What follows belongs to an exercise in optimizing a design on an open flow for small area; a production flow would make more cautious choices.
The RTL was checked by simulation tests, not by an equivalence proof against the original design. No driver is modelled on the clock port, so clocking that relies on it looks cheaper here than on a real chip.

## mac_buff_top
module mac_buff_top (
    input  logic           CLK,
    input  logic           RST_N,
    input  logic           en_mac,
    input  logic [127:0]   operands,
    input  logic           en_block_read,
    output logic           rdy_mac,
    output logic           rdy_block_read,
    output logic           mem_val_valid,
    output logic [33:0]    mem_val_data
);
    logic [33:0] sum_a;
    logic [33:0] sum_b;
    logic [33:0] result_sum;
    logic        shift;
    operand_mult_array u_mult (
        .CLK      (CLK),
        .operands (operands),
        .sum_a    (sum_a),
        .sum_b    (sum_b)
    );
    product_adder_tree u_adder (
        .sum_a      (sum_a),
        .sum_b      (sum_b),
        .result_sum (result_sum)
    );
    result_buffer_ctrl u_ctrl (
        .CLK            (CLK),
        .RST_N          (RST_N),
        .en_mac         (en_mac),
        .en_block_read  (en_block_read),
        .rdy_mac        (rdy_mac),
        .rdy_block_read (rdy_block_read),
        .mem_val_valid  (mem_val_valid),
        .shift          (shift)
    );
    result_ram u_ram (
        .CLK     (CLK),
        .shift   (shift),
        .wr_data (result_sum),
        .rd_data (mem_val_data)
    );
endmodule
Size: roughly 5000 cells after synthesis, roughly 2400 flip-flops, ~170 I/O pins, about 96000 µm² of cells after synthesis.
clock: 6.0 ns
lec_check: 0
cap_margin: 20
core_margin: 2
core_utilization: 60
slew_margin: 20
standard.sh (not shown) runs the stock make flow with config.mk's settings and CLKGATE_MAP_FILE= SYNTH_SCRIPT=/design/flow/synth_recipe.tcl, a recipe that flattens the netlist after the stock synthesis.
==> flow/flow/run.sh <==
#!/bin/bash
# The standard layout (standard.sh) with these changes:
# - synthesis is synth_recipe.tcl with Yosys's generic abc pass skipped
#   inside synth (-noabc), so that extract_fa sees the adder tree as written;
#   the final liberty abc, flattening and renaming are unchanged
# - input and output ports get the smallest buffer (buf_1) instead of the
#   delay cell buffer_ports picks by default; every port is still buffered
# - a leaner clock tree: clkbuf_16 only, larger sink clusters and no dummy
#   balancing loads
set -euo pipefail
HERE=$(cd "$(dirname "$0")" && pwd)
CTS="-sink_clustering_enable -repair_clock_nets -dont_use_dummy_load"
CTS="$CTS -buf_list sky130_fd_sc_hd__clkbuf_16"
CTS="$CTS -sink_clustering_size 32 -sink_clustering_max_diameter 120"
bash standard.sh "SYNTH_SCRIPT=$HERE/synth_noabc.tcl" "CTS_ARGS=$CTS" \
    "BUFFER_PORTS_ARGS=-buffer_cell sky130_fd_sc_hd__buf_1" finish > standard_make.log 2>&1
==> flow/flow/synth_noabc.tcl <==
proc synth {args} { yosys synth -nofsm -noshare -noabc {*}$args }
source $::env(SCRIPTS_DIR)/synth.tcl
# left out here: clear keep_hierarchy, flatten, clean up, hide names made inside functions, write 1_2_yosys.v
The starting point finished clean.
Then changed:
--- a/flow/flow/run.sh
+++ b/flow/flow/run.sh
@@ -13,3 +13,3 @@
 CTS="$CTS -buf_list sky130_fd_sc_hd__clkbuf_16"
-CTS="$CTS -sink_clustering_size 32 -sink_clustering_max_diameter 120"
+CTS="$CTS -sink_clustering_size 26 -sink_clustering_max_diameter 120"
 bash standard.sh "SYNTH_SCRIPT=$HERE/synth_noabc.tcl" "CTS_ARGS=$CTS" \
=> First-iteration DRC count barely changes; via count hardly moves; core utilization increases by 0.27 points; non-clock buffer count stays the same; wire length increases slightly; critical path depth does not change; clock skew decreases by 0.033 ns; register-to-register slack gains 0.03 ns.


## v6
Another version of the RTL of mac_buff_top (not shown whole).
Size in the first run: about 5,200 cells after synthesis, about 2,400 flip-flops, ~170 I/O pins.
Settings: LEC_CHECK=0, CAP_MARGIN=20, CORE_MARGIN=2, CORE_UTILIZATION=40, SLEW_MARGIN=20; clock period 6.0 ns.
==> flow/flow/run.sh <==
#!/bin/bash
# The standard layout (standard.sh) with two changes:
# - synthesis is synth_recipe.tcl with Yosys's generic abc pass skipped
#   inside synth (-noabc), so that extract_fa sees the adder tree as written;
#   the final liberty abc, flattening and renaming are unchanged
# - a leaner clock tree: clkbuf_16 only, larger sink clusters and no dummy
#   balancing loads
set -euo pipefail
HERE=$(cd "$(dirname "$0")" && pwd)
CTS="-sink_clustering_enable -repair_clock_nets -dont_use_dummy_load"
CTS="$CTS -buf_list sky130_fd_sc_hd__clkbuf_16"
CTS="$CTS -sink_clustering_size 26 -sink_clustering_max_diameter 120"
bash standard.sh "SYNTH_SCRIPT=$HERE/synth_noabc.tcl" "CTS_ARGS=$CTS" finish > standard_make.log 2>&1
Scripts as last shown in full above: flow/flow/synth_noabc.tcl
v6 went all the way through the flow, and no timing, DRC or antenna check failed.
### v6 -> v7
==> flow/run.sh (new file) <==
#!/bin/bash
# synth_recipe.tcl (not shown) runs the flow's synth.tcl, then flattens the netlist and writes it again
# the make line also repeats each setting of config.mk as NAME=value (left out here)
make -C /OpenROAD-flow-scripts/flow DESIGN_CONFIG=/design/flow/config.mk WORK_HOME=/design/flow/orfs CLKGATE_MAP_FILE= SYNTH_SCRIPT=/design/flow/synth_recipe.tcl finish
removed: flow/flow/run.sh
removed: flow/flow/synth_noabc.tcl
removed: flow/standard.sh
- In terms of portion of the clock cycle consumed by the worst path in the final layout, v7 and v6 differ only marginally.
- Post-layout instance area for v7 is higher than for v6.
- On count of inserted antenna diode cells: v7 sits above v6.
- [compare] base=v6 new=v7: worst-skew pair later-pin latency increased by 0.07 ns relative to the old numbers, maximum clock frequency closely matched the old numbers, hold slack decreased by 0.023 ns relative to the old numbers.


Another version of the RTL of mac_buff_top (not shown whole).
// mac_buff_top
module mac_buff_top (
    input  logic           CLK,
    input  logic           RST_N,
    input  logic           en_mac,
    input  logic [127:0]   operands,
    input  logic           en_block_read,
    output logic           rdy_mac,
    output logic           rdy_block_read,
    output logic           mem_val_valid,
    output logic [33:0]    mem_val_data
);
    logic [33:0] sum_a;
    logic [33:0] sum_b;
    logic [33:0] result_sum;
    logic        load;
    logic        shift;
    operand_mult_array u_mult (
        .CLK      (CLK),
        .load     (load),
        .operands (operands),
        .sum_a    (sum_a),
        .sum_b    (sum_b)
    );
    product_adder_tree u_adder (
        .sum_a      (sum_a),
        .sum_b      (sum_b),
        .result_sum (result_sum)
    );
    result_buffer_ctrl u_ctrl (
        .CLK            (CLK),
        .RST_N          (RST_N),
        .en_mac         (en_mac),
        .en_block_read  (en_block_read),
        .rdy_mac        (rdy_mac),
        .rdy_block_read (rdy_block_read),
        .mem_val_valid  (mem_val_valid),
        .load           (load),
        .shift          (shift)
    );
    result_ram u_ram (
        .CLK     (CLK),
        .shift   (shift),
        .wr_data (result_sum),
        .rd_data (mem_val_data)
    );
endmodule
Settings: LEC_CHECK=0, CAP_MARGIN=20, CORE_MARGIN=2, CORE_UTILIZATION=60, SETUP_SLACK_MARGIN=0.05, SLEW_MARGIN=20; clock period 6.0 ns.
==> flow/flow/run.sh <==
#!/bin/bash
# The standard layout (standard.sh) with these changes:
# - synthesis is synth_recipe.tcl with Yosys's generic abc pass skipped
#   inside synth (-noabc), so that extract_fa sees the adder tree as written;
#   the final liberty abc, flattening and renaming are unchanged
# - input and output ports get the smallest buffer (buf_1) instead of the
#   delay cell buffer_ports picks by default; every port is still buffered
# - timing-driven global placement keeps its net weighting but not the
#   resizer's virtual buffering (GPL_KEEP_OVERFLOW=0); later repair steps
#   still fix every real violation
# - a leaner clock tree: clkbuf_16 only, larger sink clusters and no dummy
#   balancing loads
set -euo pipefail
HERE=$(cd "$(dirname "$0")" && pwd)
CTS="-sink_clustering_enable -repair_clock_nets -dont_use_dummy_load"
CTS="$CTS -buf_list sky130_fd_sc_hd__clkbuf_16"
CTS="$CTS -sink_clustering_size 32 -sink_clustering_max_diameter 120"
bash standard.sh "SYNTH_SCRIPT=$HERE/synth_noabc.tcl" "CTS_ARGS=$CTS" \
    "BUFFER_PORTS_ARGS=-buffer_cell sky130_fd_sc_hd__buf_1" GPL_KEEP_OVERFLOW=0 finish > standard_make.log 2>&1
==> flow/flow/synth_noabc.tcl <==
proc synth {args} { yosys synth -nofsm -noshare -noabc {*}$args }
source $::env(SCRIPTS_DIR)/synth.tcl
# left out here: clear keep_hierarchy, flatten, clean up, hide names made inside functions, write 1_2_yosys.v
The first run finished clean.
Next try:
--- a/flow/flow/run.sh
+++ b/flow/flow/run.sh
@@ -8,3 +7,0 @@
-# - timing-driven global placement keeps its net weighting but not the
-#   resizer's virtual buffering (GPL_KEEP_OVERFLOW=0); later repair steps
-#   still fix every real violation
@@ -19 +16 @@
-    "BUFFER_PORTS_ARGS=-buffer_cell sky130_fd_sc_hd__buf_1" GPL_KEEP_OVERFLOW=0 finish > standard_make.log 2>&1
+    "BUFFER_PORTS_ARGS=-buffer_cell sky130_fd_sc_hd__buf_1" finish > standard_make.log 2>&1
--- a/flow/config.mk
+++ b/flow/config.mk
@@ -11 +10,0 @@
-export SETUP_SLACK_MARGIN = 0.05
Setup slack improved by 0.14 ns.
Clock-buffer cell count increases by 1.
Sequential share of layout area decreases by 0.36 points.
Wire length decreases slightly.
Synthesized area stays the same.
Clock skew decreases by 0.047 ns.
Synthesized cell count does not change.
Core utilization increases by 0.27 points.
Non-clock buffer count increases by 180.

afterwards: timing with drivers on the ports:
Ports are ideal in the flow. The routed layouts listed here were re-timed in OpenROAD. Step 1 (the two cells are an assumption about what drives the block):
set clk [get_ports {CLK}]
set_driving_cell -lib_cell sky130_fd_sc_hd__clkbuf_16 $clk
set_driving_cell -lib_cell sky130_fd_sc_hd__buf_2 [delete_from_list [all_inputs] $clk]
Step 2 moves the port delays by t, midway between the first and last clock arrival at a register: inputs arrive t later, outputs are due t later. That takes back most of the time a late clock gives input paths. Slacks: ideal ports / drivers / drivers and shift; pairs: ideal ports / drivers.
| run | t, ns | slack for setup (ns) | hold WS [ns] | worst register clock-pin slew, ns | cell pins on the clock port's net |
|---|---|---|---|---|---|
| the first run of note 1 | 0.800 | 0.353 / 0.353 / 0.353 | 0.348 / 0.348 / 0.348 | 0.11 / 0.11 | 1 |
| the second run of note 1 | 0.781 | 0.381 / 0.381 / 0.381 | 0.352 / 0.352 / 0.352 | 0.11 / 0.11 | 1 |
| v6 | 0.846 | 0.261 / 0.261 / 0.261 | 0.331 / 0.264 / 0.338 | 0.11 / 0.11 | 1 |
| v7 | 0.940 | 0.270 / 0.270 / 0.270 | 0.308 / 0.243 / 0.340 | 0.07 / 0.07 | 1 |
| the first run of note 3 | 0.766 | 0.078 / 0.078 / 0.078 | 0.349 / 0.290 / 0.357 | 0.12 / 0.12 | 1 |
| the second run of note 3 | 0.796 | 0.214 / 0.214 / 0.214 | 0.360 / 0.360 / 0.360 | 0.12 / 0.12 | 1 |
After both steps every run listed still meets setup and hold.
